Source: an optimization exercise on an open RTL-to-GDS flow (aim: small area). Production flows keep margins and buffers that such runs may drop. No run shown here included a check of the RTL's function; only the layout flow was run. Power and IR drop assume default switching activity.

==> flow/design.v <==
module multi_tone_generator #(
    parameter int CLK_HZ   = 125000000,
    parameter int CHANNELS = 4,
    parameter int NUM_W    = 40,
    parameter int CNT_W    = 32,
    parameter int MAX_FREQ = 999999,
    localparam int CH_W    = (CHANNELS > 1) ? $clog2(CHANNELS) : 1
) (
    input  logic                clk,
    input  logic                rst,
    input  logic                cfg_valid,
    output logic                cfg_ready,
    input  logic [CH_W-1:0]     cfg_chan,
    input  logic [31:0]         cfg_freq,
    input  logic [7:0]          cfg_duty,
    output logic                cfg_err,
    input  logic [CHANNELS-1:0] chan_en,
    output logic [CHANNELS-1:0] wave_out,
    output logic [CHANNELS-1:0] period_strb
);
    localparam logic [63:0] NUMER64 = 64'(CLK_HZ) * 64'd100;
    localparam logic [33:0] NUMER   = NUMER64[33:0];
    logic [5:0]  step;
    logic [1:0]  chan_r;
    logic [7:0]  duty_r;
    logic [19:0] nf_r;      
    logic [19:0] rem_r;
    logic [31:0] q_r;
    logic        zf_r;
    logic        accept, commit, div_ph, div_last, mul_ph, bad, fzero;
    logic        nbit, ge;
    logic [20:0] sh, df;
    logic [31:0] acc, mul_out;
    assign cfg_ready = (step == 6'd0);
    assign accept    = cfg_ready && cfg_valid;
    assign commit    = (step == 6'd1);
    assign div_ph    = (step >= 6'd9);
    assign div_last  = (step == 6'd9);
    assign mul_ph    = !cfg_ready && !div_ph;
    assign bad       = (|cfg_freq[31:20]) || (cfg_freq[19:0] > 20'(MAX_FREQ));
    assign fzero     = ~|cfg_freq;
    assign nbit = NUMER[step - 6'd9];
    assign sh   = {rem_r, nbit};
    always_comb begin
        logic c;
        c = 1'b1;
        for (int i = 0; i < 21; i++) begin
            logic b;
            b     = (i < 20) ? nf_r[i] : 1'b1;
            df[i] = sh[i] ^ b ^ c;
            c     = (sh[i] & b) | (sh[i] & c) | (b & c);
        end
        ge = c;
    end
    assign acc = {nf_r[11:0], rem_r};
    always_comb begin
        logic c;
        logic [31:0] s;
        c = 1'b0;
        for (int i = 0; i < 32; i++) begin
            logic b;
            b    = q_r[i] & duty_r[0];
            s[i] = acc[i] ^ b ^ c;
            c    = (acc[i] & b) | (acc[i] & c) | (b & c);
        end
        mul_out = {c, s[31:1]};
    end
    always_ff @(posedge clk) begin
        if (rst) begin
            step    <= 6'd0;
            cfg_err <= 1'b0;
        end else begin
            cfg_err <= accept && bad;
            if (accept) begin
                if (bad)        step <= 6'd0;
                else if (fzero) step <= 6'd1;
                else            step <= 6'd42;
            end else if (!cfg_ready) begin
                step <= step - 6'd1;
            end
        end
    end
    always_ff @(posedge clk) begin
        if (accept) begin
            chan_r <= cfg_chan;
            duty_r <= cfg_duty;
            nf_r   <= ~cfg_freq[19:0];
            rem_r  <= 20'd0;
            zf_r   <= fzero;
        end else if (div_ph) begin
            q_r <= {q_r[30:0], ge};
            if (div_last) begin
                rem_r <= 20'd0;
                nf_r  <= 20'd0;
            end else begin
                rem_r <= ge ? df[19:0] : sh[19:0];
            end
        end else if (mul_ph) begin
            duty_r              <= {1'b0, duty_r[7:1]};
            {nf_r[11:0], rem_r} <= mul_out;
        end
    end
    for (genvar i = 0; i < CHANNELS; i++) begin : g_chan
        logic [31:0] act_per, act_high, pend_per, pend_high, cnt;
        logic [31:0] inc;
        logic        act_nz, pend_nz, pend_vld, first;
        logic        run, wrap, load, clr, commit_here, hit, below;
        always_comb begin
            logic c;
            c = 1'b1;
            for (int k = 0; k < 32; k++) begin
                inc[k] = cnt[k] ^ c;
                c      = cnt[k] & c;
            end
            hit   = ~|(inc ^ act_per);
            below = 1'b0;
            for (int k = 0; k < 32; k++)
                below = (~cnt[k] & act_high[k]) | (~(cnt[k] ^ act_high[k]) & below);
        end
        assign run         = chan_en[i] && act_nz;
        assign wrap        = run && hit;
        assign load        = pend_vld && (wrap || !run);
        assign clr         = rst || !run || wrap;
        assign commit_here = commit && (chan_r == i);
        always_ff @(posedge clk) begin
            cnt   <= clr ? 32'd0 : inc;
            first <= clr;
            if (load) begin
                act_per  <= pend_per;
                act_high <= pend_high;
            end
            if (commit_here) begin
                pend_per  <= q_r;
                pend_high <= mul_out;
                pend_nz   <= !zf_r;
            end
            if (rst) begin
                act_nz   <= 1'b0;
                pend_vld <= 1'b0;
            end else begin
                if (load)        act_nz   <= pend_nz;
                if (commit_here) pend_vld <= 1'b1;
                else if (load)   pend_vld <= 1'b0;
            end
        end
        assign wave_out[i]    = run && below;
        assign period_strb[i] = run && first;
    end
endmodule
==> flow/run.sh <==
#!/bin/bash
# synth_recipe.tcl (not shown) runs the flow's synth.tcl, then flattens the netlist and writes it again
# the make line also repeats each setting of config.mk as NAME=value (left out here)
make -C /OpenROAD-flow-scripts/flow DESIGN_CONFIG=/design/flow/config.mk WORK_HOME=/design/flow/orfs CLKGATE_MAP_FILE= SYNTH_SCRIPT=/design/flow/synth_recipe.tcl finish
==> flow/config.mk <==
export PLATFORM = sky130hd
export DESIGN_NAME = multi_tone_generator
export DESIGN_NICKNAME = multi_tone_generator
export VERILOG_FILES = /design/flow/design.v
export SDC_FILE = /design/flow/constraint.sdc
export NUM_CORES = 4
export LEC_CHECK = 0
export CAP_MARGIN = 20
export CORE_MARGIN = 2
export CORE_UTILIZATION = 40
export CTS_BUF_LIST = sky130_fd_sc_hd__clkbuf_8
export CTS_CLUSTER_SIZE = 20
export SLEW_MARGIN = 20
==> flow/constraint.sdc <==
create_clock -name core_clock -period 8.0 [get_ports {clk}]
set_input_delay 1.6000 -clock core_clock [delete_from_list [all_inputs] [get_ports {clk}]]
set_output_delay 1.6000 -clock core_clock [all_outputs]
set_load 0.01 [all_outputs]
==> notes.md, run 1 <==
----------------------------------------------------
[Routing]
  Via Count ... about 17000
  Total Wirelength ... 79.03 mm
  Average routed wire per standard cell ... 23.14 µm
  DR DRC count ... 0
  Starting DRT DRC Count ... 1554
  First-pass detailed-route iteration total ... 5
  Vias per inst ... 5.047
  Count of nets left with antenna violations after detail routing ... 0

[Global route]
  Vias in the first global route ... around 17000
  Met2 Usage GRT ... 31.98%
  M3 GR Usage ... 3.712%
  Initial antenna violation count ... 27
  Largest net degree at the start of global routing ... 67
  First-pass GRT wire length ... 112.9 mm
  GRT busiest layer ... met2
  GRT met1 Usage ... 27.13%
  Global Route Usage Sum ... 19.86%
  GRT Residual Overflow ... 0

[CTS]
  Number of sinks driven by the clock tree ... between 700 and 800
  Total CTS buffers ... 119
  Clock-pin slew reported for the worst setup and hold paths after clock tree synthesis ... about 0.060 ns
  Clock root buffer ... sky130_fd_sc_hd__clkbuf_8
  Depth of the CTS H-tree ... 3
  Maximum clock insertion buffer count ... 3
  Number of buffers added to fix hold violations after cts ... 0
  TritonCTS clock tree ... done
  Skew-Pair Late Insertion Delay ... 0.73 ns

[STA]
  Number of setup violations in the final report ... 85
  Pin slew with the least headroom to its limit ... 1.026 ns
  Min setup slack post-route ... -2.379 ns
  Max-slew violation total from the final report ... 0
  Worst Clk Skew ... between 0.03 and 0.04 ns
  RSZ-0062 raised after global routing ... true
  Final critical-path required period ... between 10 and 15 ns
  FMAX ... 0.09634 GHz
  Worst relative slew slack ... 30.74%
  Final critical-path share of the clock period ... 129.7%
  Final Hold Vio Count ... 0

[Placement]
  GP Congestion ... 0.8604
  Placed wire-length estimate ... about 53 mm
  Port Buf Inserts ... slightly below 60
  Cell total after placement ... approximately 3100

[Critical path]
  Worst Path Max Fanout ... 3
  Slowest-stage cell, CP ... sky130_fd_sc_hd__fa_2
  Setup CP Type ... register to register
  CP dominant cell by count ... sky130_fd_sc_hd__fa_2
  Critical path data arrival time ... 10.92 ns
  Critical path capture point type ... register
  Worst reg2reg path depth ... 36
  Required @ worst endpoint ... about 8.5 ns
  Critical path launch point type ... register
  Number of buffers and inverters on the critical path ... 3
  Stage delay of the slowest cell on the critical path ... approximately 0.46 ns
  Dominant delay contributor by cell family on the critical path ... adder cells
  Crit path depth ... 36

[Synth]
  Syn_area_per_cell ... 15.35 µm²
  Cell types occupying the most area after synthesis ... sky130_fd_sc_hd__edfxtp_1, sky130_fd_sc_hd__dfxtp_1, sky130_fd_sc_hd__ha_1
  Synth Net Count ... 2354
  Dominant cell type by area after synthesis ... sky130_fd_sc_hd__edfxtp_1
  Area of the mapped netlist ... between 30000 and 40000 µm²
  Most instantiated flip-flop cell in the synthesis netlist ... sky130_fd_sc_hd__edfxtp_1
  Fraction of synthesis flops using an asynchronous set or reset pin ... 0%
  Gate count of the mapped netlist ... 2006
  Flop and latch count out of synthesis ... around 750
  Part of the Yosys area used for sequential elements ... 67.32%
  Number of enable-type register cells in the synthesized netlist ... 579
  Top-area cell type share of the netlist area ... 56.46%
  Synth unique cells ... ~60
  Synth warn ... 1

[Power and ir drop]
  Ratio of total power to cell area ... ~380 nW/µm²
  Total Power ... 13850 µW
  Peak supply drop ... 0.0004372 V
  Standby leakage power ... 0.01349 µW

[Final layout]
  Nets ... 2616
  Share of cells above drive strength 1 ... approximately 20%
  Most frequent cells in the layout ... sky130_fd_sc_hd__edfxtp_1, sky130_fd_sc_hd__ha_1, sky130_fd_sc_hd__inv_1
  Core occupancy in the finished layout ... 48.34%
  Non-filler instance count after layout ... 3415
  Most frequent standard cell in the layout excluding fill and tap cells ... sky130_fd_sc_hd__edfxtp_1
  Post-synthesis to final-layout area growth ... 19.42%
  Filler cell count ... about 6600

[Floorplanning]
  Top-level I/O count ... 59
  Number of standard-cell rows in the floorplan ... 101
  Die boundary width ... 281.5 µm
  Standard cell core area ... ~76000 µm²
  Chip Height ... 281.5 µm
  Die area ... 79210 µm²
  Initial Util ... around two fifths

[Min path]
  Number of cells traversed by the worst hold path ... 0
  Min-Delay Path Class ... register to register

[Run]
  Max-Cap Viols ... 0

[Run status]
  Outcome ... finished with violations
  Set of violated layout checks ..... negative setup slack

----------------------------------------------------
worst register-to-register path: cells and delay by family (launching register included):
family	cells	cell delay [ns]
buffers and inverters	3	0.17
adders and majority gates	31	9.30
and+or+nand+nor	1	0.20
DFF	1	0.42
AOI/OAI and AO/OA	1	0.12
synth_stat cells (26+ instances only):
library cell and number:
sky130_fd_sc_hd__inv_1 193, sky130_fd_sc_hd__nor2_1 54, sky130_fd_sc_hd__ha_1 249, sky130_fd_sc_hd__nand4_1 33
sky130_fd_sc_hd__a211oi_1 55, sky130_fd_sc_hd__and2_1 116, sky130_fd_sc_hd__fa_1 50, sky130_fd_sc_hd__edfxtp_1 579
sky130_fd_sc_hd__xor2_1 26, sky130_fd_sc_hd__and2_4 29, sky130_fd_sc_hd__a21oi_1 31, sky130_fd_sc_hd__dfxtp_1 167
sky130_fd_sc_hd__xnor2_1 110, sky130_fd_sc_hd__nand2_1 28
layout make-up:
cell class	instances	area, µm²	share of cell area, %
clock buffer	134	1844	5.015
multi-input combinational	1025	9672	26.30
clock inverter	93	425.4	1.157
inverter	195	749.5	2.038
timing repair buffer	181	2031	5.522
antenna	11	27.53	0.07486
tap	1030	1289	3.505
sequential	746	20730	56.38
layer usage:
| layer | share of wire, % | vias to the layer above |
|---|---|---|
| met2 | 47 | 664 |
| met4 | 2.1 | 0 |
| met5 | 0 | - |
| li1 | - | 7886 |
| met1 | 43 | 8567 |
| met3 | 7.7 | 120 |
logic make-up (layout without fill, tap and decap cells):
kind of cell    count (synthesis)  in the layout  share of synthesized area, %
compound gates                222            222                         5.128
xor+xnor                      136            136                         3.868
fa+ha+maj                     299            299                         13.37
buf+inv                       236            603                         3.060
flops                         746            746                         67.32
mux                            14             14                        0.4876
other cells                     0             11                             0
simple gates                  353            354                         6.766
registers in the layout (all words and copies together), names as in the netlist:
signal,flops
step,6
nf_r,20
g_chan.pend_nz,4
duty_r,8
rem_r,20
g_chan.pend_high,128
g_chan.first,4
g_chan.pend_vld,4
g_chan.act_high,128
chan_r,2
q_r,32
g_chan.pend_per,128
cfg_err,1
zf_r,1
g_chan.cnt,128
g_chan.act_per,128
g_chan.act_nz,4
per-stage QoR:
| stage | instance area, µm² | setup TNS, ns | hold slack (ns) | setup slack, ns |
|---|---|---|---|---|
| 6_report | 36770 | -114.35 | 0.3906 | -2.379 |
| 5_1_grt | 36750 | -131.12 | 0.4041 | -2.574 |
| 4_1_cts | 35990 | -109.45 | 0.4003 | -2.329 |
| 3_5_place_dp | 33560 | -109.24 | 0.4045 | -2.268 |
| 3_3_place_gp | 33560 | -102.91 | 0.4007 | -2.231 |
| 2_1_floorplan | 31020 | -82.84 | 0.4003 | -1.978 |
power by group:
group / switching [µW] / internal [µW] / leakage (µW)
logic: 3290 / 1760 / 0.00551
registers: 437 / 5310 / 0.00662
clock network: 1500 / 1570 / 0.00135
total: 5220 / 8630 / 0.0135
worst paths after layout:
check,slack [ns],startpoint,endpoint
min reg2reg,0.39,g_chan[1].pend_per[3],g_chan[1].act_per[3]
max,-2.38,duty_r[0],nf_r[10]
max reg2reg,-2.38,duty_r[0],nf_r[10]
min,0.39,g_chan[1].pend_per[3],g_chan[1].act_per[3]
what timing repair did:
action / CTS / global route
endpoints found under the setup margin: 200 / 426
pin swaps: 11 / 26
buffers inserted: 3 / 12
gates cloned: 2 / 16
resized for setup: 21 / 72
==> run 2: changes to the inputs <==
--- a/flow/config.mk
+++ b/flow/config.mk
@@ -9,5 +9,5 @@
 export CORE_MARGIN = 2
 export CORE_UTILIZATION = 40
-export CTS_BUF_LIST = sky130_fd_sc_hd__clkbuf_8
-export CTS_CLUSTER_SIZE = 20
+export CTS_BUF_LIST = sky130_fd_sc_hd__clkbuf_4
+export CTS_CLUSTER_SIZE = 15
 export SLEW_MARGIN = 20
==> run 2 against run 1 <==
  * Still fails the layout checks on negative setup slack
  * Final cell count increased by 3.8%
  * Clock power is 11% higher
  * Largest power group unchanged
  * Core utilization is 0.32 points higher
  * Via count rose by 2.2%
  * Die area stayed put
  * Flip-flop and latch count stayed put
  * Combinational power down 2%
  * Power is 1.7% higher
  * Non-clock buffer count decreased by 1
  * Sequential share of layout area down 0.37 points
  * Register-to-register slack about the same
  * Hold slack improved by 0.0049 ns
==> notes.md, run 2 <==
----------------------------------------------------
[Run status]
  Outcome ... finished with violations
  Set of violated layout checks ..... negative setup slack

[Final layout]
  Share of cells above drive strength 1 ... 24.69% (+5.0 points)
  Most frequent cells in the layout ... sky130_fd_sc_hd__edfxtp_1, sky130_fd_sc_hd__clkbuf_4, sky130_fd_sc_hd__ha_1
  Most frequent standard cell in the layout excluding fill and tap cells ... sky130_fd_sc_hd__edfxtp_1
  Post-synthesis to final-layout area growth ... 20.21%
  Nets ... 2683 (+2.6%)
  Final instance area ... 37010 µm² (+0.66%)

[Placement]
  Cell area after placement ... 33560 µm² (unchanged)
  Worst-case setup slack after placement ... -2.268 ns (unchanged)
  GP Congestion ... 0.8604 (unchanged)
  Placed wire-length estimate ... 52.85 mm (unchanged)
  Port Buf Inserts ... 58 (unchanged)

[Run]
  Max-Cap Viols ... 0 (unchanged)

[Critical path]
  Crit path depth ... 36 (unchanged)
  Stage delay of the slowest cell on the critical path ... 0.45 ns (about the same)
  CP dominant cell by count ... sky130_fd_sc_hd__fa_2
  Critical path launch point type ... register
  Critical path capture point type ... register
  Reg2Reg Launch Point ... duty_r[0]
  Number of buffers and inverters on the critical path ... 3 (unchanged)
  Worst Path Max Fanout ... 3 (unchanged)
  Setup slack on the worst flop-to-flop path ... -2.39 ns (about the same)
  Critical path data arrival time ... 11.19 ns (+0.27 ns)
  Dominant delay contributor by cell family on the critical path ... adder cells
  Slowest-stage cell, CP ... sky130_fd_sc_hd__fa_2
  Worst reg2reg path depth ... 36 (unchanged)
  Worst R2R End ... nf_r[10]
  Setup CP Type ... register to register
  Required @ worst endpoint ... 8.81 ns (+0.27 ns)

[STA]
  Pin slew with the least headroom to its limit ... 0.9665 ns (-0.05905 ns)
  Worst relative slew slack ... 34.72% (+4.0 points)
  Final Hold Vio Count ... 0 (unchanged)
  Number of setup violations in the final report ... 85 (unchanged)
  Final critical-path share of the clock period ... 129.8% (about the same)
  Max-slew violation total from the final report ... 0 (unchanged)
  Final critical-path required period ... 10.39 ns (+0.006990 ns)
  RSZ-0062 raised after global routing ... true
  Min setup slack post-route ... -2.386 ns (-0.006990 ns)
  Worst Clk Skew ... 0.04107 ns (+0.003104 ns)
  FMAX ... 0.09628 GHz (about the same)

[Power and ir drop]
  Ratio of total power to cell area ... 380.6 nW/µm² (+1.0%)
  Portion of total power attributed to combinational logic ... 35.1% (-1.3 points)
  Switching share of power ... 37.08% (-0.62 points)
  Peak supply drop ... 0.0004333 V (-0.90%)
  Internal power consumption ... 8865 µW (+2.7%)
  Standby leakage power ... 0.01364 µW (+1.1%)
  Net switching power ... 5223 µW (about the same)
  Fraction of power consumed by the clock network ... 24.1% (+2.0 points)
  Sequential Power Share ... 40.7% (-0.8 points)

[Routing]
  DR DRC count ... 0 (unchanged)
  First-pass detailed-route iteration total ... 5 (unchanged)
  Average routed wire per standard cell ... 22.38 µm (-3.3%)
  Starting DRT DRC Count ... 1447 (-6.9%)
  Via Count ... 17610 (+2.2%)
  Total Wirelength ... 79.35 mm (+0.41%)
  Count of nets left with antenna violations after detail routing ... 0 (unchanged)
  Vias per inst ... 4.967 (-1.6%)

[Synth]
  Commonest cells post-synth ... sky130_fd_sc_hd__edfxtp_1, sky130_fd_sc_hd__ha_1, sky130_fd_sc_hd__inv_1
  Top-area cell type share of the netlist area ... 56.46% (unchanged)
  Gate count of the mapped netlist ... 2006 (unchanged)
  Number of enable-type register cells in the synthesized netlist ... 579 (unchanged)
  Part of the Yosys area used for sequential elements ... 67.32% (unchanged)
  Synth warn ... 1 (unchanged)
  Syn_area_per_cell ... 15.35 µm² (unchanged)
  Synth unique cells ... 61 (unchanged)
  Most instantiated flip-flop cell in the synthesis netlist ... sky130_fd_sc_hd__edfxtp_1
  Flop and latch count out of synthesis ... 746 (unchanged)
  Area of the mapped netlist ... 30790 µm² (unchanged)
  Dominant cell type by area after synthesis ... sky130_fd_sc_hd__edfxtp_1
  Cell types occupying the most area after synthesis ... sky130_fd_sc_hd__edfxtp_1, sky130_fd_sc_hd__dfxtp_1, sky130_fd_sc_hd__ha_1
  Most frequent cell after synthesis ... sky130_fd_sc_hd__edfxtp_1
  Fraction of synthesis flops using an asynchronous set or reset pin ... 0% (unchanged)
  Synth Net Count ... 2354 (unchanged)

[Global route]
  First-pass GRT wire length ... 113.4 mm (+0.43%)
  Global Route Usage Sum ... 20.12% (+0.26 points)
  GRT Residual Overflow ... 0 (unchanged)
  Initial antenna violation count ... 31 (+15%)
  Largest net degree at the start of global routing ... 67 (unchanged)
  Vias in the first global route ... 17950 (+3.1%)

[CTS]
  Skew-Pair Late Insertion Delay ... 0.99 ns (+0.26 ns)
  Clock root buffer ... sky130_fd_sc_hd__clkbuf_4
  Total CTS buffers ... 188 (+58%)
  Depth of the CTS H-tree ... 4 (+1)
  Number of sinks driven by the clock tree ... 746 (unchanged)
  TritonCTS clock tree ... done
  Clock-pin slew reported for the worst setup and hold paths after clock tree synthesis ... 0.07 ns (about the same)
  Number of buffers added to fix hold violations after cts ... 0 (unchanged)
  Maximum clock insertion buffer count ... 3 (unchanged)

[Floorplanning]
  Initial Util ... 40.48% (unchanged)
  Die boundary width ... 281.5 µm (unchanged)
  Chip Height ... 281.5 µm (unchanged)
  Top-level I/O count ... 59 (unchanged)
  Die area ... 79210 µm² (unchanged)
  Standard cell core area ... 76080 µm² (unchanged)
  Number of standard-cell rows in the floorplan ... 101 (unchanged)

[Min path]
  Number of cells traversed by the worst hold path ... 0 (unchanged)
  Min-Delay Path Class ... register to register
  Hold_sp ... g_chan[0].pend_per[20]
  Worst Hold Path EP ... g_chan[0].act_per[20]

----------------------------------------------------
-- run 2: cell counts after synthesis --
No cell type changed its count.
-- run 2: area by class of cell --
cell class	instances	area [µm²]
Sequential cell	746	20730
Clock inverter	63	426.7
Clock buffer	291	2185
Timing Repair Buffer	180	1946
Tap cell	1030	1289
Inverter	195	749.5
Multi-Input combinational cell	1024	9643
Fill cell	6661	39060
Antenna cell	17	42.54
-- run 2: power by group through the flow --
stage | registers, µW | logic [µW] | clock network [µW]
2_1_floorplan | 5590 | 2010 | 0
3_3_place_gp | 5790 | 4440 | 0
3_5_place_dp | 5810 | 4510 | 0
4_1_cts | 5730 | 4690 | 3500
5_1_grt | 5770 | 5180 | 3710
6_report | 5740 | 4950 | 3400
-- run 2: layer usage --
layer	share of wire, %	up-vias	track usage (%)
met5	0	-	0
met2	47	710	31.86
li1	-	8135	-
met3	8.7	121	5.196
met1	42	8648	26.66
met4	2.2	0	7.597
-- run 2: repair_timing --
| action | 4_1_cts | 5_1_grt |
|---|---|---|
| gates resized for setup | 23 | 58 |
| pin swaps | 13 | 25 |
| gates cloned | 2 | 9 |
| endpoints found under the setup margin | 196 | 432 |
| buffers inserted | 5 | 16 |
-- run 2: worst register-to-register path: cells and delay by family, from the launching register on --
kind	cells	cell delay [ns]
fa+ha+maj	31	9.29
flops	1	0.43
simple gates	1	0.20
buf+inv	3	0.17
compound gates	1	0.12
-- run 2: logic make-up (layout without fill, tap and decap cells) --
kind of cell	after synthesis	count (layout)	synth area share, %
multiplexers	14	14	0.4876
AO/OA/AOI/OAI	222	222	5.128
other	0	17	0
buffers and inverters	236	729	3.060
XOR/XNOR	136	136	3.868
flip-flops	746	746	67.32
adder cells (fa/ha/maj)	299	299	13.37
AND/OR/NAND/NOR	353	353	6.766
-- run 2: per-stage QoR --
stage | total power (µW) | TNS [ns] | cells | utilization (%) | hold slack (ns)
6_report | 14090 | -114.04 | 3546 | 48.65 | 0.3955
5_1_grt | 14670 | -128.62 | 3531 | 48.61 | 0.3878
3_3_place_gp | 10240 | -102.91 | 3145 | 44.11 | 0.4007
4_1_cts | 13930 | -109.66 | 3505 | 47.78 | 0.3893
2_1_floorplan | 7601 | -82.84 | 2006 | - | 0.4003
3_5_place_dp | 10320 | -109.24 | 3145 | 44.11 | 0.4045
-- run 2: how the worst max path moves through the flow --
stage / from / end
floorplan: duty_r[0] / nf_r[10]
global placement: duty_r[0] / nf_r[10]
detailed placement: duty_r[0] / nf_r[10]
CTS: duty_r[0] / nf_r[10]
global route: duty_r[0] / nf_r[10]
finish: duty_r[0] / nf_r[10]
==> run 3: changes to the inputs <==
--- a/flow/design.v
+++ b/flow/design.v
@@ -26,8 +26,8 @@
     logic [19:0] nf_r;      
     logic [19:0] rem_r;
-    logic [31:0] q_r;
-    logic        zf_r;
+    logic [31:0] nq_r;      
+    logic        zf_r, zd_r, seen_r;
     logic        accept, commit, div_ph, div_last, mul_ph, bad, fzero;
-    logic        nbit, ge;
+    logic        nbit, ge, ebit;
     logic [20:0] sh, df;
     logic [31:0] acc, mul_out;
@@ -53,4 +53,5 @@
         ge = c;
     end
+    assign ebit = duty_r[0] ^ seen_r;
     assign acc = {nf_r[11:0], rem_r};
     always_comb begin
@@ -60,9 +61,9 @@
         for (int i = 0; i < 32; i++) begin
             logic b;
-            b    = q_r[i] & duty_r[0];
+            b    = ebit & ~nq_r[i];
             s[i] = acc[i] ^ b ^ c;
             c    = (acc[i] & b) | (acc[i] & c) | (b & c);
         end
-        mul_out = {c, s[31:1]};
+        mul_out = {c | zd_r, s[31:1]};
     end
     always_ff @(posedge clk) begin
@@ -85,12 +86,14 @@
             chan_r <= cfg_chan;
             duty_r <= cfg_duty;
+            zd_r   <= ~|cfg_duty;
             nf_r   <= ~cfg_freq[19:0];
             rem_r  <= 20'd0;
             zf_r   <= fzero;
         end else if (div_ph) begin
-            q_r <= {q_r[30:0], ge};
+            nq_r <= {nq_r[30:0], ~ge};
             if (div_last) begin
-                rem_r <= 20'd0;
-                nf_r  <= 20'd0;
+                rem_r  <= {{12{zd_r}}, 8'hff};
+                nf_r   <= {20{zd_r}};
+                seen_r <= 1'b0;
             end else begin
                 rem_r <= ge ? df[19:0] : sh[19:0];
@@ -98,23 +101,26 @@
         end else if (mul_ph) begin
             duty_r              <= {1'b0, duty_r[7:1]};
+            seen_r              <= seen_r | duty_r[0];
             {nf_r[11:0], rem_r} <= mul_out;
         end
     end
     for (genvar i = 0; i < CHANNELS; i++) begin : g_chan
-        logic [31:0] act_per, act_high, pend_per, pend_high, cnt;
-        logic [31:0] inc;
+        logic [31:0] act_np, act_lo, pend_np, pend_lo, cnt;
+        logic [31:0] cur, inc;
         logic        act_nz, pend_nz, pend_vld, first;
-        logic        run, wrap, load, clr, commit_here, hit, below;
+        logic        run, wrap, load, clr, commit_here, hit, high;
         always_comb begin
             logic c;
-            c = 1'b1;
+            cur = first ? act_np : cnt;
+            c   = 1'b1;
             for (int k = 0; k < 32; k++) begin
-                inc[k] = cnt[k] ^ c;
-                c      = cnt[k] & c;
+                inc[k] = cur[k] ^ c;
+                c      = cur[k] & c;
             end
-            hit   = ~|(inc ^ act_per);
-            below = 1'b0;
+            hit = (&cur[31:1]) & ~cur[0];
+            c   = 1'b1;
             for (int k = 0; k < 32; k++)
-                below = (~cnt[k] & act_high[k]) | (~(cnt[k] ^ act_high[k]) & below);
+                c = (cur[k] & act_lo[k]) | (cur[k] & c) | (act_lo[k] & c);
+            high = ~c;
         end
         assign run         = chan_en[i] && act_nz;
@@ -124,14 +130,14 @@
         assign commit_here = commit && (chan_r == i);
         always_ff @(posedge clk) begin
-            cnt   <= clr ? 32'd0 : inc;
+            cnt   <= inc;
             first <= clr;
             if (load) begin
-                act_per  <= pend_per;
-                act_high <= pend_high;
+                act_np <= pend_np;
+                act_lo <= pend_lo;
             end
             if (commit_here) begin
-                pend_per  <= q_r;
-                pend_high <= mul_out;
-                pend_nz   <= !zf_r;
+                pend_np <= nq_r;
+                pend_lo <= mul_out;
+                pend_nz <= !zf_r;
             end
             if (rst) begin
@@ -144,5 +150,5 @@
             end
         end
-        assign wave_out[i]    = run && below;
+        assign wave_out[i]    = run && high;
         assign period_strb[i] = run && first;
     end
--- a/flow/config.mk
+++ b/flow/config.mk
@@ -9,5 +9,3 @@
 export CORE_MARGIN = 2
 export CORE_UTILIZATION = 40
-export CTS_BUF_LIST = sky130_fd_sc_hd__clkbuf_4
-export CTS_CLUSTER_SIZE = 15
 export SLEW_MARGIN = 20
==> run 3 against run 2 <==
  * The layout still fails its checks (negative setup slack)
  * Final area fell by 5.3%
  * Flip-flop and latch count rose by 2
  * Combinational power rose by 18%
  * Largest power group unchanged
  * Register-to-register slack got worse by 1.8 ns
  * Sequential share of layout area rose by 3.3 points
  * Synthesized cell count fell by 7.3%
  * Power rose by 10%
  * Synthesized area fell by 4.6%
  * Die area fell by 4.5%
==> notes.md, run 3 <==
----------------------------------------------------
[Synth]
  Part of the Yosys area used for sequential elements ... 70.75% (+3.4 points)
  Commonest cells post-synth ... sky130_fd_sc_hd__edfxtp_1, sky130_fd_sc_hd__dfxtp_1, sky130_fd_sc_hd__ha_1
  Fraction of synthesis flops using an asynchronous set or reset pin ... 0% (unchanged)
  Top-area cell type share of the netlist area ... 59.38% (+2.9 points)
  Number of enable-type register cells in the synthesized netlist ... 581 (+0.35%)
  Dominant cell type by area after synthesis ... sky130_fd_sc_hd__edfxtp_1
  Area of the mapped netlist ... 29380 µm² (-4.6%)
  Most instantiated flip-flop cell in the synthesis netlist ... sky130_fd_sc_hd__edfxtp_1
  Flop and latch count out of synthesis ... 748 (+0.27%)
  Gate count of the mapped netlist ... 1859 (-7.3%)
  Cell types occupying the most area after synthesis ... sky130_fd_sc_hd__edfxtp_1, sky130_fd_sc_hd__dfxtp_1, sky130_fd_sc_hd__ha_1
  Synth Net Count ... 2084 (-11%)
  Syn_area_per_cell ... 15.81 µm² (+3.0%)
  Synth unique cells ... 81 (+33%)
  Synth warn ... 1 (unchanged)
  Most frequent cell after synthesis ... sky130_fd_sc_hd__edfxtp_1

[Critical path]
  Critical path launch point type ... register
  Number of buffers and inverters on the critical path ... 4 (+1)
  CP dominant cell by count ... sky130_fd_sc_hd__fa_2
  Setup CP Type ... register to register
  Critical path capture point type ... register
  Stage delay of the slowest cell on the critical path ... 0.43 ns (-0.02 ns)
  Worst R2R End ... nf_r[10]
  Worst reg2reg path depth ... 40 (+11%)
  Required @ worst endpoint ... 8.46 ns (-0.35 ns)
  Critical path data arrival time ... 12.65 ns (+1.46 ns)
  Reg2Reg Launch Point ... duty_r[0]
  Worst Path Max Fanout ... 3 (unchanged)
  Slowest-stage cell, CP ... sky130_fd_sc_hd__fa_2
  Setup slack on the worst flop-to-flop path ... -4.18 ns (-1.80 ns)
  Dominant delay contributor by cell family on the critical path ... adder cells

[CTS]
  Skew-Pair Late Insertion Delay ... 0.62 ns (-0.37 ns)
  Number of sinks driven by the clock tree ... 748 (+0.27%)
  Depth of the CTS H-tree ... 3 (-1)
  Total CTS buffers ... 76 (-60%)
  TritonCTS clock tree ... done
  Clock root buffer ... sky130_fd_sc_hd__clkbuf_16
  Clock-pin slew reported for the worst setup and hold paths after clock tree synthesis ... 0.06 ns (about the same)
  Maximum clock insertion buffer count ... 3 (unchanged)
  Number of buffers added to fix hold violations after cts ... 0 (unchanged)

[Global route]
  Vias in the first global route ... 16970 (-5.5%)
  Initial antenna violation count ... 16 (-48%)
  GRT Residual Overflow ... 0 (unchanged)
  Largest net degree at the start of global routing ... 67 (unchanged)
  Global Route Usage Sum ... 20.04% (-0.084 points)
  First-pass GRT wire length ... 109.7 mm (-3.2%)

[STA]
  FMAX ... 0.08207 GHz (-15%)
  Final critical-path required period ... 12.18 ns (+1.799 ns)
  Final critical-path share of the clock period ... 152.3% (+22 points)
  Worst Clk Skew ... 0.02624 ns (-0.01484 ns)
  Worst relative slew slack ... 26.80% (-7.9 points)
  Final Hold Vio Count ... 0 (unchanged)
  Max-slew violation total from the final report ... 0 (unchanged)
  Hold slack final ... 0.3981 ns (+0.002590 ns)
  Pin slew with the least headroom to its limit ... 1.094 ns (+0.1275 ns)
  Number of setup violations in the final report ... 85 (unchanged)
  Min setup slack post-route ... -4.185 ns (-1.799 ns)
  RSZ-0062 raised after global routing ... true

[Power and ir drop]
  Net switching power ... 5634 µW (+7.9%)
  Standby leakage power ... 0.01251 µW (-8.3%)
  Internal power consumption ... 9901 µW (+12%)
  Portion of total power attributed to combinational logic ... 37.7% (+2.6 points)
  Total Power ... 15540 µW (+10%)
  Ratio of total power to cell area ... 443.0 nW/µm² (+16%)
  Sequential Power Share ... 38.4% (-2.3 points)
  Switching share of power ... 36.27% (-0.81 points)
  Peak supply drop ... 0.0005052 V (+17%)
  Fraction of power consumed by the clock network ... 23.9% (-0.2 points)

[Final layout]
  Final instance area ... 35070 µm² (-5.3%)
  Share of cells above drive strength 1 ... 22.86% (-1.8 points)
  Core occupancy in the finished layout ... 48.15% (-0.51 points)
  Most frequent standard cell in the layout excluding fill and tap cells ... sky130_fd_sc_hd__edfxtp_1
  Nets ... 2287 (-15%)
  Filler cell count ... 6148 (-7.7%)
  Most frequent cells in the layout ... sky130_fd_sc_hd__edfxtp_1, sky130_fd_sc_hd__dfxtp_1, sky130_fd_sc_hd__ha_1
  Post-synthesis to final-layout area growth ... 19.35%

[Min path]
  Worst Hold Path EP ... g_chan[2].act_lo[23]
  Min-Delay Path Class ... register to register
  Hold_sp ... g_chan[2].pend_lo[23]
  Number of cells traversed by the worst hold path ... 0 (unchanged)

[Run status]
  Set of violated layout checks ..... negative setup slack
  Outcome ... finished with violations

[Placement]
  Placed wire-length estimate ... 51.56 mm (-2.4%)
  Port Buf Inserts ... 58 (unchanged)
  Cell area after placement ... 31950 µm² (-4.8%)
  GP Congestion ... 0.8789 (+2.2%)

[Routing]
  Total Wirelength ... 75.22 mm (-5.2%)
  Count of nets left with antenna violations after detail routing ... 0 (unchanged)
  Starting DRT DRC Count ... 1687 (+17%)
  DR DRC count ... 0 (unchanged)
  Average routed wire per standard cell ... 24.36 µm (+8.9%)
  Vias per inst ... 5.543 (+12%)
  Via Count ... 17120 (-2.8%)
  First-pass detailed-route iteration total ... 5 (unchanged)

[Floorplanning]
  Die boundary width ... 275.0 µm (-2.3%)
  Standard cell core area ... 72830 µm² (-4.3%)
  Number of standard-cell rows in the floorplan ... 99 (-2.0%)
  Chip Height ... 275.0 µm (-2.3%)
  Initial Util ... 40.34% (-0.13 points)
  Die area ... 75640 µm² (-4.5%)
  Top-level I/O count ... 59 (unchanged)

[Run]
  Max-Cap Viols ... 0 (unchanged)

----------------------------------------------------
[run 3: layout make-up]
type,instances,area [µm²],share of cell area [%]
repair buffers,171,1574,4.488
diodes,3,7.507,0.02141
repair inverters,1,8.758,0.02498
inverters,46,187.7,0.5352
clock buffers,105,2186,6.233
clock inverters,37,465.4,1.327
multi-input cells,1018,8640,24.64
flip-flops and latches,748,20800,59.31
well taps,959,1200,3.422
[run 3: per-layer routing]
layer / up-vias / share of wire [%] / GRT usage, %
met2: 721 / 44 / 30.71
met3: 150 / 7.5 / 3.142
li1: 7597 / - / -
met5: - / 0 / 0
met4: 0 / 5.2 / 9.943
met1: 8649 / 43 / 27.86
[run 3: power by group through the flow]
stage	Combinational (µW)	Sequential [µW]	Clock, µW
after global placement	5050	6020	0
after detailed placement	5190	6040	0
final	5850	5970	3710
after CTS	5590	5960	3780
after global routing	6170	6000	3940
after floorplan	2430	5840	0
[run 3: logic make-up after synthesis]
family | Yosys count | share of synthesized area, %
buffers and inverters | 93 | 1.392
AO/OA/AOI/OAI | 302 | 6.737
XOR/XNOR | 7 | 0.2087
AND/OR/NAND/NOR | 395 | 6.864
multiplexers | 130 | 4.999
adder cells (fa/ha/maj) | 184 | 9.044
flip-flops | 748 | 70.75
[run 3: stage by stage]
stage	TNS [ns]	instances	setup WS [ns]
4_1_cts	-175.79	3081	-4.143
3_5_place_dp	-177.37	2930	-4.110
2_1_floorplan	-148.27	1859	-3.842
5_1_grt	-197.87	3086	-4.442
6_report	-180.38	3088	-4.185
3_3_place_gp	-169.66	2930	-4.024
[run 3: what timing repair did]
action                     4_1_cts  5_1_grt
gates cloned                     1        0
resized for setup               55       39
setup endpoints to repair       88       89
setup buffers                   11       11
pin swaps                       22       28
[run 3: how the worst max path moves through the flow]
stage / startpoint / end / slack [ns] / cells after the start
2_1_floorplan: seen_r / nf_r[10] / -3.84 / 41
3_3_place_gp: seen_r / nf_r[10] / -4.02 / 40
3_5_place_dp: duty_r[0] / nf_r[10] / -4.11 / 40
4_1_cts: duty_r[0] / nf_r[10] / -4.14 / 40
5_1_grt: seen_r / nf_r[10] / -4.44 / 40
6_report: duty_r[0] / nf_r[10] / -4.18 / 40
==> run 4: changes to the inputs <==
--- a/flow/config.mk
+++ b/flow/config.mk
@@ -9,3 +9,5 @@
 export CORE_MARGIN = 2
 export CORE_UTILIZATION = 40
+export CTS_BUF_LIST = sky130_fd_sc_hd__clkbuf_8
+export CTS_CLUSTER_SIZE = 20
 export SLEW_MARGIN = 20
==> run 4 against run 3 <==
  * Largest power group unchanged
  * Die area unchanged
  * Critical path depth unchanged
  * Hold slack worse by 0.0015 ns
  * Largest cell class unchanged
  * Sequential power about the same
  * Routed wire length up 0.56%
  * Critical path type unchanged
  * Still fails the layout checks on negative setup slack
==> notes.md, run 4 <==
----------------------------------------------------
[Global route]
  Initial antenna violation count ... 15 (-1)
  First-pass GRT wire length ... 110.1 mm (+0.37%)
  Vias in the first global route ... 17300 (+2.0%)
  GRT Residual Overflow ... 0 (unchanged)
  Global Route Usage Sum ... 20.12% (+0.079 points)
  Largest net degree at the start of global routing ... 67 (unchanged)

[Synth]
  Number of enable-type register cells in the synthesized netlist ... 581 (unchanged)
  Synth Net Count ... 2084 (unchanged)
  Area of the mapped netlist ... 29380 µm² (unchanged)
  Cell types occupying the most area after synthesis ... sky130_fd_sc_hd__edfxtp_1, sky130_fd_sc_hd__dfxtp_1, sky130_fd_sc_hd__ha_1
  Syn_area_per_cell ... 15.81 µm² (unchanged)
  Flop and latch count out of synthesis ... 748 (unchanged)
  Dominant cell type by area after synthesis ... sky130_fd_sc_hd__edfxtp_1
  Top-area cell type share of the netlist area ... 59.38% (unchanged)
  Gate count of the mapped netlist ... 1859 (unchanged)
  Synth unique cells ... 81 (unchanged)
  Part of the Yosys area used for sequential elements ... 70.75% (unchanged)
  Fraction of synthesis flops using an asynchronous set or reset pin ... 0% (unchanged)
  Most instantiated flip-flop cell in the synthesis netlist ... sky130_fd_sc_hd__edfxtp_1
  Synth warn ... 1 (unchanged)
  Commonest cells post-synth ... sky130_fd_sc_hd__edfxtp_1, sky130_fd_sc_hd__dfxtp_1, sky130_fd_sc_hd__ha_1
  Most frequent cell after synthesis ... sky130_fd_sc_hd__edfxtp_1

[Placement]
  Worst-case setup slack after placement ... -4.110 ns (unchanged)
  GP Congestion ... 0.8789 (unchanged)
  Placed wire-length estimate ... 51.56 mm (unchanged)
  Port Buf Inserts ... 58 (unchanged)
  Cell total after placement ... 2930 (unchanged)
  Cell area after placement ... 31950 µm² (unchanged)

[CTS]
  Depth of the CTS H-tree ... 3 (unchanged)
  Skew-Pair Late Insertion Delay ... 0.74 ns (+0.12 ns)
  Clock-pin slew reported for the worst setup and hold paths after clock tree synthesis ... 0.06 ns (about the same)
  Number of buffers added to fix hold violations after cts ... 0 (unchanged)
  Total CTS buffers ... 116 (+53%)
  TritonCTS clock tree ... done
  Number of sinks driven by the clock tree ... 748 (unchanged)
  Maximum clock insertion buffer count ... 3 (unchanged)
  Clock root buffer ... sky130_fd_sc_hd__clkbuf_8

[STA]
  Max-slew violation total from the final report ... 0 (unchanged)
  Number of setup violations in the final report ... 85 (unchanged)
  Worst Clk Skew ... 0.04273 ns (+0.01649 ns)
  Final Hold Vio Count ... 0 (unchanged)
  Final critical-path required period ... 12.17 ns (-0.01262 ns)
  Final sum of negative setup slack ... -178.43 ns (+1.949 ns)
  Final critical-path share of the clock period ... 152.2% (-0.16 points)
  Pin slew with the least headroom to its limit ... 1.025 ns (-0.06857 ns)
  FMAX ... 0.08215 GHz (+0.10%)
  RSZ-0062 raised after global routing ... true
  Min setup slack post-route ... -4.172 ns (+0.01262 ns)
  Worst relative slew slack ... 31.38% (+4.6 points)

[Floorplanning]
  Die area ... 75640 µm² (unchanged)
  Die boundary width ... 275.0 µm (unchanged)
  Top-level I/O count ... 59 (unchanged)
  Standard cell core area ... 72830 µm² (unchanged)
  Chip Height ... 275.0 µm (unchanged)
  Initial Util ... 40.34% (unchanged)
  Number of standard-cell rows in the floorplan ... 99 (unchanged)

[Critical path]
  Slowest-stage cell, CP ... sky130_fd_sc_hd__fa_2
  Critical path data arrival time ... 12.78 ns (+0.13 ns)
  Worst Path Max Fanout ... 4 (+1)
  Required @ worst endpoint ... 8.60 ns (+0.14 ns)
  Dominant delay contributor by cell family on the critical path ... adder cells
  CP dominant cell by count ... sky130_fd_sc_hd__fa_2
  Number of buffers and inverters on the critical path ... 7 (+3)
  Stage delay of the slowest cell on the critical path ... 0.44 ns (about the same)
  Critical path launch point type ... register
  Setup CP Type ... register to register
  Critical path capture point type ... register

[Final layout]
  Share of cells above drive strength 1 ... 23.76% (+0.90 points)
  Nets ... 2324 (+1.6%)
  Final instance area ... 34720 µm² (-1.0%)
  Most frequent standard cell in the layout excluding fill and tap cells ... sky130_fd_sc_hd__edfxtp_1
  Most frequent cells in the layout ... sky130_fd_sc_hd__edfxtp_1, sky130_fd_sc_hd__dfxtp_1, sky130_fd_sc_hd__clkbuf_8
  Core occupancy in the finished layout ... 47.67% (-0.48 points)
  Post-synthesis to final-layout area growth ... 18.16%
  Non-filler instance count after layout ... 3167 (+2.6%)

[Min path]
  Min-Delay Path Class ... register to register

[Power and ir drop]
  Ratio of total power to cell area ... 432.5 nW/µm² (-2.4%)
  Standby leakage power ... 0.01257 µW (+0.49%)
  Peak supply drop ... 0.0005028 V (-0.48%)

[Run]
  Max-Cap Viols ... 0 (unchanged)

[Routing]
  Via Count ... 17340 (+1.3%)
  Average routed wire per standard cell ... 23.88 µm (-1.9%)
  DR DRC count ... 0 (unchanged)
  First-pass detailed-route iteration total ... 6 (+1)
  Vias per inst ... 5.474 (-1.3%)
  Starting DRT DRC Count ... 1721 (+2.0%)
  Count of nets left with antenna violations after detail routing ... 0 (unchanged)
  Total Wirelength ... 75.64 mm (+0.56%)

[Run status]
  Set of violated layout checks ..... negative setup slack
  Outcome ... finished with violations

----------------------------------------------------
run 4: layer usage:
metal  vias up  track usage (%)  routed length (µm)
li1       7702                -                   -
met1      8719            27.85               32930
met2       739            30.17               33460
met3       173            3.264                5212
met4         2            11.51                4022
met5         -                0                  12
run 4: per-stage QoR:
step	power [µW]	hold WS [ns]
6_report	15020	0.3966
5_1_grt	15580	0.4089
4_1_cts	14830	0.4053
3_5_place_dp	11230	0.4045
3_3_place_gp	11070	0.4004
2_1_floorplan	8272	0.4003
run 4: layout make-up:
cell class	count	area, µm²
fillers	6266	38120
well taps	959	1200
diodes	7	17.52
repair buffers	168	1539
multi-input cells	1018	8641
clock buffers	130	1789
repair inverters	1	11.26
flip-flops and latches	748	20800
inverters	46	187.7
clock inverters	90	534.3
run 4: path summary, 6_finish.rpt:
| kind | slack [ns] | to | depth (start not counted) | startpoint |
|---|---|---|---|---|
| worst min-delay path | 0.40 | g_chan[2].act_np[13] | 0 | g_chan[2].pend_np[13] |
| worst max register to register | -4.17 | g_chan[3].pend_lo[30] | 40 | duty_r[0] |
| worst max-delay path | -4.17 | g_chan[3].pend_lo[30] | 40 | duty_r[0] |
| worst min register to register | 0.40 | g_chan[2].act_np[13] | 0 | g_chan[2].pend_np[13] |
run 4: kinds of logic after synthesis:
logic type	synth area share, %
fa+ha+maj	9.044
simple gates	6.864
flops	70.75
mux	4.999
compound gates	6.737
xor+xnor	0.2087
buf+inv	1.392
run 4: repair_timing:
item | CTS | global route
endpoints found under the setup margin | 87 | 89
hold endpoints to repair | 0 | 0
setup buffers | 10 | 7
resized for setup | 56 | 42
gates cloned | 2 | 0
pin swaps | 20 | 29
run 4: report_power, final:
part	internal (µW)	total, µW	switching (µW)
clock	1660	3150	1490
combinational	2210	5890	3690
sequential	5490	5980	482
==> run 5: changes to the inputs <==
--- a/flow/design.v
+++ b/flow/design.v
@@ -43,27 +43,56 @@
     assign sh   = {rem_r, nbit};
     always_comb begin
-        logic c;
+        logic c, c0, c1;
+        logic [20:0] b;
+        logic [20:11] s0, s1;
+        b = {1'b1, nf_r};
         c = 1'b1;
-        for (int i = 0; i < 21; i++) begin
-            logic b;
-            b     = (i < 20) ? nf_r[i] : 1'b1;
-            df[i] = sh[i] ^ b ^ c;
-            c     = (sh[i] & b) | (sh[i] & c) | (b & c);
+        for (int i = 0; i < 11; i++) begin
+            df[i] = sh[i] ^ b[i] ^ c;
+            c     = (sh[i] & b[i]) | (sh[i] & c) | (b[i] & c);
         end
-        ge = c;
+        c0 = 1'b0;
+        c1 = 1'b1;
+        for (int i = 11; i < 21; i++) begin
+            s0[i] = sh[i] ^ b[i] ^ c0;
+            c0    = (sh[i] & b[i]) | (sh[i] & c0) | (b[i] & c0);
+            s1[i] = sh[i] ^ b[i] ^ c1;
+            c1    = (sh[i] & b[i]) | (sh[i] & c1) | (b[i] & c1);
+        end
+        df[20:11] = c ? s1 : s0;
+        ge        = c ? c1 : c0;
     end
     assign ebit = duty_r[0] ^ seen_r;
     assign acc = {nf_r[11:0], rem_r};
     always_comb begin
-        logic c;
-        logic [31:0] s;
+        logic c, c0, c1;
+        logic [31:0] b, s, s0, s1;
+        for (int i = 0; i < 32; i++) b[i] = ebit & ~nq_r[i];
         c = 1'b0;
-        for (int i = 0; i < 32; i++) begin
-            logic b;
-            b    = ebit & ~nq_r[i];
-            s[i] = acc[i] ^ b ^ c;
-            c    = (acc[i] & b) | (acc[i] & c) | (b & c);
+        for (int i = 0; i < 11; i++) begin
+            s[i] = acc[i] ^ b[i] ^ c;
+            c    = (acc[i] & b[i]) | (acc[i] & c) | (b[i] & c);
         end
-        mul_out = {c | zd_r, s[31:1]};
+        c0 = 1'b0;
+        c1 = 1'b1;
+        for (int i = 11; i < 22; i++) begin
+            s0[i] = acc[i] ^ b[i] ^ c0;
+            c0    = (acc[i] & b[i]) | (acc[i] & c0) | (b[i] & c0);
+            s1[i] = acc[i] ^ b[i] ^ c1;
+            c1    = (acc[i] & b[i]) | (acc[i] & c1) | (b[i] & c1);
+        end
+        s[21:11] = c ? s1[21:11] : s0[21:11];
+        c        = c ? c1 : c0;
+        c0 = 1'b0;
+        c1 = 1'b1;
+        for (int i = 22; i < 32; i++) begin
+            s0[i] = acc[i] ^ b[i] ^ c0;
+            c0    = (acc[i] & b[i]) | (acc[i] & c0) | (b[i] & c0);
+            s1[i] = acc[i] ^ b[i] ^ c1;
+            c1    = (acc[i] & b[i]) | (acc[i] & c1) | (b[i] & c1);
+        end
+        s[31:22] = c ? s1[31:22] : s0[31:22];
+        c        = c ? c1 : c0;
+        mul_out  = {c | zd_r, s[31:1]};
     end
     always_ff @(posedge clk) begin
--- a/flow/config.mk
+++ b/flow/config.mk
@@ -9,5 +9,3 @@
 export CORE_MARGIN = 2
 export CORE_UTILIZATION = 40
-export CTS_BUF_LIST = sky130_fd_sc_hd__clkbuf_8
-export CTS_CLUSTER_SIZE = 20
 export SLEW_MARGIN = 20
==> run 5 against run 4 <==
  * Still fails the layout checks on negative setup slack
  * Final area up 0.80%
  * Flip-flop and latch count unchanged
  * Global-route usage about the same
  * Synthesized area up 1.8%
  * Critical endpoint is now rem_r[17]
  * Critical path depth down 10
  * Hold slack better by 0.010 ns
  * Non-clock buffer count down 19
==> notes.md, run 5 <==
----------------------------------------------------
[Run status]
  Outcome ... finished with violations
  Set of violated layout checks ..... negative setup slack

[Synth]
  Gate count of the mapped netlist ... 1950 (+4.9%)
  Commonest cells post-synth ... sky130_fd_sc_hd__edfxtp_1, sky130_fd_sc_hd__dfxtp_1, sky130_fd_sc_hd__ha_1
  Adder-cell share of the synthesized area ... 8.558% (-0.49 points)
  Part of the Yosys area used for sequential elements ... 69.50% (-1.3 points)
  Most instantiated flip-flop cell in the synthesis netlist ... sky130_fd_sc_hd__edfxtp_1
  Synth warn ... 1 (unchanged)
  Synth unique cells ... 76 (-6.2%)
  Cell types occupying the most area after synthesis ... sky130_fd_sc_hd__edfxtp_1, sky130_fd_sc_hd__dfxtp_1, sky130_fd_sc_hd__ha_1
  Number of enable-type register cells in the synthesized netlist ... 581 (unchanged)
  Dominant cell type by area after synthesis ... sky130_fd_sc_hd__edfxtp_1
  Compound-Gate Fraction of Synth Area ... 7.538% (+0.80 points)
  Fraction of synthesis flops using an asynchronous set or reset pin ... 0% (unchanged)
  Parity-gate share of the synthesized area counting xor and xnor cells ... 1.113% (+0.90 points)
  Most frequent cell after synthesis ... sky130_fd_sc_hd__edfxtp_1
  Dominant combinational cell family by area after synthesis ... adder cells
  Top-area cell type share of the netlist area ... 58.33% (-1.1 points)
  Syn_area_per_cell ... 15.34 µm² (-2.9%)
  Share of cell area taken by muxes after synthesis ... 5.643% (+0.64 points)
  Synth Net Count ... 2178 (+4.5%)
  Area fraction in and, or, nand and nor cells after synthesis ... 6.546% (-0.32 points)
  Flop and latch count out of synthesis ... 748 (unchanged)
  Area of the mapped netlist ... 29910 µm² (+1.8%)

[CTS]
  Clock-pin slew reported for the worst setup and hold paths after clock tree synthesis ... 0.06 ns (about the same)
  Depth of the CTS H-tree ... 3 (unchanged)
  Maximum clock insertion buffer count ... 3 (unchanged)
  Clock root buffer ... sky130_fd_sc_hd__clkbuf_16
  TritonCTS clock tree ... done
  Skew-Pair Late Insertion Delay ... 0.62 ns (-0.12 ns)
  Number of sinks driven by the clock tree ... 748 (unchanged)
  Total CTS buffers ... 78 (-33%)

[STA]
  Number of setup violations in the final report ... 14 (-84%)
  Final critical-path share of the clock period ... 102.2% (-50 points)
  FMAX ... 0.1223 GHz (+49%)
  Final critical-path required period ... 8.177 ns (-3.995 ns)
  Max-slew violation total from the final report ... 0 (unchanged)
  Worst relative slew slack ... 36.20% (+4.8 points)
  Pin slew with the least headroom to its limit ... 0.9570 ns (-0.06849 ns)
  Final Hold Vio Count ... 0 (unchanged)
  RSZ-0062 raised after global routing ... true
  Worst Clk Skew ... 0.01987 ns (-0.02286 ns)
  Min setup slack post-route ... -0.1769 ns (+3.995 ns)

[Power and ir drop]
  Ratio of total power to cell area ... 449.1 nW/µm² (+3.8%)
  Standby leakage power ... 0.01268 µW (+0.90%)
  Peak supply drop ... 0.0003309 V (-34%)
  Total Power ... 15720 µW (+4.7%)

[Global route]
  GRT Residual Overflow ... 0 (unchanged)
  M3 GR Usage ... 3.091% (-0.17 points)
  Initial antenna violation count ... 19 (+4)
  Global Route Usage Sum ... 20.10% (-0.024 points)
  Vias in the first global route ... 17220 (-0.48%)
  GRT busiest layer ... met2
  First-pass GRT wire length ... 113.0 mm (+2.6%)
  Met2 Usage GRT ... 32.53% (+2.4 points)
  Largest net degree at the start of global routing ... 67 (unchanged)
  GRT met1 Usage ... 27.82% (-0.032 points)

[Placement]
  GP Congestion ... 0.8599 (-2.2%)
  Port Buf Inserts ... 58 (unchanged)
  Worst-case setup slack after placement ... -0.4668 ns (+3.643 ns)
  Placed wire-length estimate ... 53.06 mm (+2.9%)
  Cell area after placement ... 32310 µm² (+1.1%)

[Floorplanning]
  Number of standard-cell rows in the floorplan ... 100 (+1.0%)
  Initial Util ... 40.32% (about the same)
  Standard cell core area ... 74200 µm² (+1.9%)
  Top-level I/O count ... 59 (unchanged)
  Die boundary width ... 277.5 µm (+0.88%)
  Die area ... 76980 µm² (+1.8%)
  Chip Height ... 277.5 µm (+0.88%)

[Routing]
  Average routed wire per standard cell ... 24.46 µm (+2.4%)
  Via Count ... 17520 (+1.0%)
  First-pass detailed-route iteration total ... 5 (-1)
  Vias per inst ... 5.523 (+0.91%)
  Starting DRT DRC Count ... 1790 (+4.0%)
  DR DRC count ... 0 (unchanged)
  Total Wirelength ... 77.58 mm (+2.6%)
  Count of nets left with antenna violations after detail routing ... 0 (unchanged)

[Critical path]
  Critical path capture point type ... register
  Worst Path Max Fanout ... 14 (+10)
  Setup CP Type ... register to register
  Required @ worst endpoint ... 8.49 ns (-0.11 ns)
  Slowest-stage cell, CP ... sky130_fd_sc_hd__mux4_2
  Dominant delay contributor by cell family on the critical path ... adder cells
  Number of buffers and inverters on the critical path ... 3 (-4)
  Stage delay of the slowest cell on the critical path ... 0.51 ns (+0.07 ns)
  Critical path launch point type ... register
  CP dominant cell by count ... sky130_fd_sc_hd__fa_2
  Critical path data arrival time ... 8.67 ns (-4.11 ns)

[Final layout]
  Post-synthesis to final-layout area growth ... 17.00%
  Filler cell count ... 6284 (+0.29%)
  Share of cells above drive strength 1 ... 18.19% (-5.6 points)
  Most frequent standard cell in the layout excluding fill and tap cells ... sky130_fd_sc_hd__edfxtp_1
  Most frequent cells in the layout ... sky130_fd_sc_hd__edfxtp_1, sky130_fd_sc_hd__dfxtp_1, sky130_fd_sc_hd__ha_1
  Core occupancy in the finished layout ... 47.17% (-0.50 points)
  Final instance area ... 35000 µm² (+0.80%)
  Nets ... 2363 (+1.7%)

[Run]
  Max-Cap Viols ... 0 (unchanged)

[Min path]
  Min-Delay Path Class ... register to register

----------------------------------------------------
## run 5: kinds of logic after synthesis
group,count (synthesis)
compound gates,343
xor+xnor,38
fa+ha+maj,196
buf+inv,80
flops,748
mux,150
simple gates,395
## run 5: where the power goes
part,switching [µW],internal (µW)
Combinational,3860,2100
Clock,1470,2070
Sequential,691,5530
## run 5: area by class of cell
class	instances	area, µm²	area share [%]
inverter	36	135.1	0.3861
multi-input combinational	1122	9047	25.85
sequential	748	20790	59.42
tap	969	1212	3.464
timing repair buffer	149	1267	3.622
antenna	3	7.507	0.02145
clock buffer	115	2275	6.500
clock inverter	29	257.7	0.7365
## run 5: path summary, 6_finish.rpt
kind                            slack, ns  cells after the start              endpoint                  start
worst max-delay path                -0.18                     30             rem_r[17]                step[1]
worst min-delay path                 0.41                      0  g_chan[2].act_lo[13]  g_chan[2].pend_lo[13]
worst min register to register       0.41                      0  g_chan[2].act_lo[13]  g_chan[2].pend_lo[13]
worst max register to register      -0.18                     30             rem_r[17]                step[1]
## run 5: routing by layer
layer | wire length, µm | vias up
met5 | 0 | -
met4 | 2045 | 0
met3 | 6081 | 110
met2 | 36390 | 685
met1 | 33060 | 8811
li1 | - | 7909
## run 5: timing repair
action | CTS | global route
buffers inserted | 3 | 0
pin swaps | 8 | 2
setup endpoints to repair | 20 | 52
resized for setup | 11 | 13
hold buffers | 0 | 0
endpoints found under the hold margin | 0 | 0
gates cloned | 0 | 0
## run 5: stage by stage
| step | hold slack (ns) | instances | TNS, ns |
|---|---|---|---|
| final | 0.4069 | 3171 | -1.678 |
| after global routing | 0.4075 | 3168 | -5.958 |
| after CTS | 0.4050 | 3168 | -1.646 |
| after detailed placement | 0.4045 | 3021 | -6.645 |
| after global placement | 0.4007 | 3021 | -4.194 |
| after floorplan | 0.4003 | 1950 | -0.8836 |
==> run 6: changes to the inputs <==
--- a/flow/config.mk
+++ b/flow/config.mk
@@ -9,3 +9,5 @@
 export CORE_MARGIN = 2
 export CORE_UTILIZATION = 40
+export CTS_BUF_LIST = sky130_fd_sc_hd__clkbuf_8
+export CTS_CLUSTER_SIZE = 20
 export SLEW_MARGIN = 20
==> run 6 against run 5 <==
  * Synthesized cell count unchanged
  * Die area unchanged
  * Sequential share of layout area increased by 0.28 points
  * Flip-flop and latch count unchanged
  * Still fails the layout checks on negative setup slack
  * Sequential power about the same
  * Combinational power increased by 3%
  * Global-route usage increased by 0.17 points
  * Clock power decreased by 14%
  * Maximum frequency decreased by 0.91%
  * Final area decreased by 0.46%
  * Routed wire length increased by 0.86%
  * Worst setup slack got worse by 0.075 ns
==> notes.md, run 6 <==
----------------------------------------------------
[Critical path]
  Worst Path Max Fanout ... 6 (-8)
  Setup CP Type ... register to register
  CP dominant cell by count ... sky130_fd_sc_hd__fa_2
  Required @ worst endpoint ... 8.58 ns (+0.09 ns)
  Critical path capture point type ... register
  Slowest-stage cell, CP ... sky130_fd_sc_hd__mux4_2
  Critical path launch point type ... register
  Setup slack on the worst flop-to-flop path ... -0.25 ns (-0.07 ns)
  Stage delay of the slowest cell on the critical path ... 0.51 ns (about the same)
  Worst reg2reg path depth ... 29 (-3.3%)
  Critical path data arrival time ... 8.83 ns (+0.16 ns)

[STA]
  Number of setup violations in the final report ... 19 (+5)
  Worst relative slew slack ... 34.78% (-1.4 points)
  Min setup slack post-route ... -0.2519 ns (-0.07496 ns)
  Final Hold Vio Count ... 0 (unchanged)
  Worst Clk Skew ... 0.05164 ns (+0.03178 ns)
  RSZ-0062 raised after global routing ... true
  Hold slack final ... 0.3716 ns (-0.03522 ns)
  Final critical-path share of the clock period ... 103.1% (+0.94 points)
  Final critical-path required period ... 8.252 ns (+0.07496 ns)
  Final sum of negative setup slack ... -3.472 ns (-1.793 ns)
  FMAX ... 0.1212 GHz (-0.91%)
  Max-slew violation total from the final report ... 0 (unchanged)
  Pin slew with the least headroom to its limit ... 0.9762 ns (+0.01926 ns)

[Power and ir drop]
  Peak supply drop ... 0.0003277 V (-0.95%)
  Sequential Power Share ... 40.5% (+0.9 points)
  Internal power consumption ... 9282 µW (-4.3%)
  Portion of total power attributed to combinational logic ... 39.7% (+1.8 points)
  Switching share of power ... 39.69% (+1.4 points)
  Standby leakage power ... 0.01281 µW (+1.0%)
  Net switching power ... 6108 µW (+1.5%)
  Ratio of total power to cell area ... 441.8 nW/µm² (-1.6%)
  Fraction of power consumed by the clock network ... 19.8% (-2.7 points)

[Floorplanning]
  Standard cell core area ... 74200 µm² (unchanged)
  Chip Height ... 277.5 µm (unchanged)
  Top-level I/O count ... 59 (unchanged)
  Initial Util ... 40.32% (unchanged)
  Die area ... 76980 µm² (unchanged)
  Number of standard-cell rows in the floorplan ... 100 (unchanged)
  Die boundary width ... 277.5 µm (unchanged)

[Run status]
  Outcome ... finished with violations
  Set of violated layout checks ..... negative setup slack

[Synth]
  Cell types occupying the most area after synthesis ... sky130_fd_sc_hd__edfxtp_1, sky130_fd_sc_hd__dfxtp_1, sky130_fd_sc_hd__ha_1
  Most frequent cell after synthesis ... sky130_fd_sc_hd__edfxtp_1
  Syn_area_per_cell ... 15.34 µm² (unchanged)
  Most instantiated flip-flop cell in the synthesis netlist ... sky130_fd_sc_hd__edfxtp_1
  Flop and latch count out of synthesis ... 748 (unchanged)
  Commonest cells post-synth ... sky130_fd_sc_hd__edfxtp_1, sky130_fd_sc_hd__dfxtp_1, sky130_fd_sc_hd__ha_1
  Area of the mapped netlist ... 29910 µm² (unchanged)
  Top-area cell type share of the netlist area ... 58.33% (unchanged)
  Synth unique cells ... 76 (unchanged)
  Number of enable-type register cells in the synthesized netlist ... 581 (unchanged)
  Synth Net Count ... 2178 (unchanged)
  Gate count of the mapped netlist ... 1950 (unchanged)
  Fraction of synthesis flops using an asynchronous set or reset pin ... 0% (unchanged)
  Dominant cell type by area after synthesis ... sky130_fd_sc_hd__edfxtp_1
  Synth warn ... 1 (unchanged)
  Part of the Yosys area used for sequential elements ... 69.50% (unchanged)

[CTS]
  Total CTS buffers ... 116 (+49%)
  Maximum clock insertion buffer count ... 3 (unchanged)
  Clock root buffer ... sky130_fd_sc_hd__clkbuf_8
  Number of buffers added to fix hold violations after cts ... 0 (unchanged)
  Clock-pin slew reported for the worst setup and hold paths after clock tree synthesis ... 0.06 ns (about the same)
  Number of sinks driven by the clock tree ... 748 (unchanged)
  TritonCTS clock tree ... done
  Skew-Pair Late Insertion Delay ... 0.73 ns (+0.11 ns)
  Depth of the CTS H-tree ... 3 (unchanged)

[Routing]
  Average routed wire per standard cell ... 23.99 µm (-1.9%)
  Count of nets left with antenna violations after detail routing ... 0 (unchanged)
  First-pass detailed-route iteration total ... 5 (unchanged)
  DR DRC count ... 0 (unchanged)
  Vias per inst ... 5.457 (-1.2%)
  Total Wirelength ... 78.24 mm (+0.86%)
  Starting DRT DRC Count ... 1767 (-1.3%)
  Via Count ... 17790 (+1.6%)

[Global route]
  First-pass GRT wire length ... 114.3 mm (+1.1%)
  GRT Residual Overflow ... 0 (unchanged)
  Initial antenna violation count ... 18 (-1)
  Vias in the first global route ... 17740 (+3.0%)
  Largest net degree at the start of global routing ... 67 (unchanged)
  Global Route Usage Sum ... 20.27% (+0.17 points)

[Final layout]
  Nets ... 2406 (+1.8%)
  Non-filler instance count after layout ... 3261 (+2.8%)
  Share of cells above drive strength 1 ... 19.68% (+1.5 points)
  Most frequent cells in the layout ... sky130_fd_sc_hd__edfxtp_1, sky130_fd_sc_hd__dfxtp_1, sky130_fd_sc_hd__ha_1
  Most frequent standard cell in the layout excluding fill and tap cells ... sky130_fd_sc_hd__edfxtp_1
  Post-synthesis to final-layout area growth ... 16.46%

[Min path]
  Number of cells traversed by the worst hold path ... 0 (unchanged)
  Min-Delay Path Class ... register to register

[Placement]
  Port Buf Inserts ... 58 (unchanged)
  Cell total after placement ... 3021 (unchanged)
  GP Congestion ... 0.8599 (unchanged)
  Placed wire-length estimate ... 53.06 mm (unchanged)

[Run]
  Max-Cap Viols ... 0 (unchanged)

----------------------------------------------------
==> run 6: cell counts after synthesis <==
Identical to the previous run, type by type.
==> run 6: cell type report <==
cell class / count / area (µm²)
multi-input cells: 1122 / 9092
clock buffers: 123 / 1693
inverters: 36 / 135.1
clock inverters: 99 / 541.8
flip-flops and latches: 748 / 20800
fillers: 6351 / 39360
well taps: 969 / 1212
diodes: 10 / 25.02
repair buffers: 154 / 1338
==> run 6: final timing paths <==
path                                            end                  from
worst max-delay path                      rem_r[10]               step[1]
worst min-delay path            g_chan[1].act_lo[3]  g_chan[1].pend_lo[3]
worst min register to register  g_chan[1].act_lo[3]  g_chan[1].pend_lo[3]
worst max register to register            rem_r[10]               step[1]
==> run 6: metal layers <==
layer	track usage, %	vias up	share of wire (%)
met2	32.82	758	47
met1	27.62	8870	42
met3	3.217	130	8.3
met4	7.414	0	2.7
met5	0	-	0
li1	-	8036	-
==> run 6: per-stage QoR <==
stage | area (µm²) | total power [µW] | utilization, % | setup slack, ns
2_1_floorplan | 30020 | 8673 | - | -0.1676
3_3_place_gp | 32310 | 11930 | 43.55 | -0.3373
3_5_place_dp | 32310 | 12050 | 43.55 | -0.4668
4_1_cts | 34720 | 15310 | 46.80 | -0.2251
5_1_grt | 34810 | 15990 | 46.92 | -0.4847
6_report | 34830 | 15390 | 46.95 | -0.2519
==> run 6: kinds of logic (layout without fill, tap and decap cells) <==
kind of cell / count (synthesis) / count (layout) / share of synthesized area (%)
flops: 748 / 748 / 69.50
simple gates: 395 / 395 / 6.546
compound gates: 343 / 343 / 7.538
fa+ha+maj: 196 / 196 / 8.558
mux: 150 / 150 / 5.643
buf+inv: 80 / 412 / 1.100
xor+xnor: 38 / 38 / 1.113
other cells: 0 / 10 / 0
==> run 6: critical path, delay by kind of cell, from the launching register on <==
kind | cells | cell delay, ns
adder cells (fa/ha/maj) | 11 | 3.64
AO/OA/AOI/OAI | 10 | 2.02
multiplexers | 4 | 1.30
AND/OR/NAND/NOR | 1 | 0.40
flip-flops | 1 | 0.35
buffers and inverters | 2 | 0.21
XOR/XNOR | 1 | 0.18
==> run 6: power groups by stage <==
| stage | clock, µW | combinational, µW | sequential (µW) |
|---|---|---|---|
| 6_report | 3040 | 6120 | 6230 |
| 5_1_grt | 3290 | 6430 | 6270 |
| 4_1_cts | 3120 | 5970 | 6230 |
| 3_5_place_dp | 0 | 5740 | 6300 |
| 3_3_place_gp | 0 | 5640 | 6290 |
| 2_1_floorplan | 0 | 2800 | 5870 |
==> run 6: what timing repair did <==
item,CTS,global route
endpoints found under the setup margin,20,52
resized for setup,26,15
cloned,1,0
pin swaps,13,4
setup buffers,6,1

afterwards: timing with drivers on the ports:
In the flow no input, the clock included, has a driving cell. The finished layouts below were timed again as built, in two steps.
Step 1 (the two cells are an assumption about what drives the block):
set clk [get_ports {clk}]
set_driving_cell -lib_cell sky130_fd_sc_hd__clkbuf_16 $clk
set_driving_cell -lib_cell sky130_fd_sc_hd__buf_2 [delete_from_list [all_inputs] $clk]
Step 2 moves the port delays by t, midway between the first and last clock arrival at a register: inputs arrive t later, outputs are due t later. That takes back most of the time a late clock gives input paths.
Slacks: no drivers / after step 1 / after step 2; pairs: no drivers / after step 1.
run	t (ns)	slack for setup (ns)	clock arrival spread, ns	pins driven straight from the clock port
run 1	0.767	-2.379 / -2.379 / -2.379	0.039 / 0.040	1
run 2	1.025	-2.386 / -2.386 / -2.386	0.043 / 0.042	1
run 3	0.667	-4.185 / -4.185 / -4.185	0.026 / 0.026	1
run 4	0.772	-4.172 / -4.172 / -4.172	0.043 / 0.043	1
run 5	0.673	-0.177 / -0.177 / -0.177	0.022 / 0.022	1
run 6	0.770	-0.252 / -0.252 / -0.252	0.053 / 0.053	1
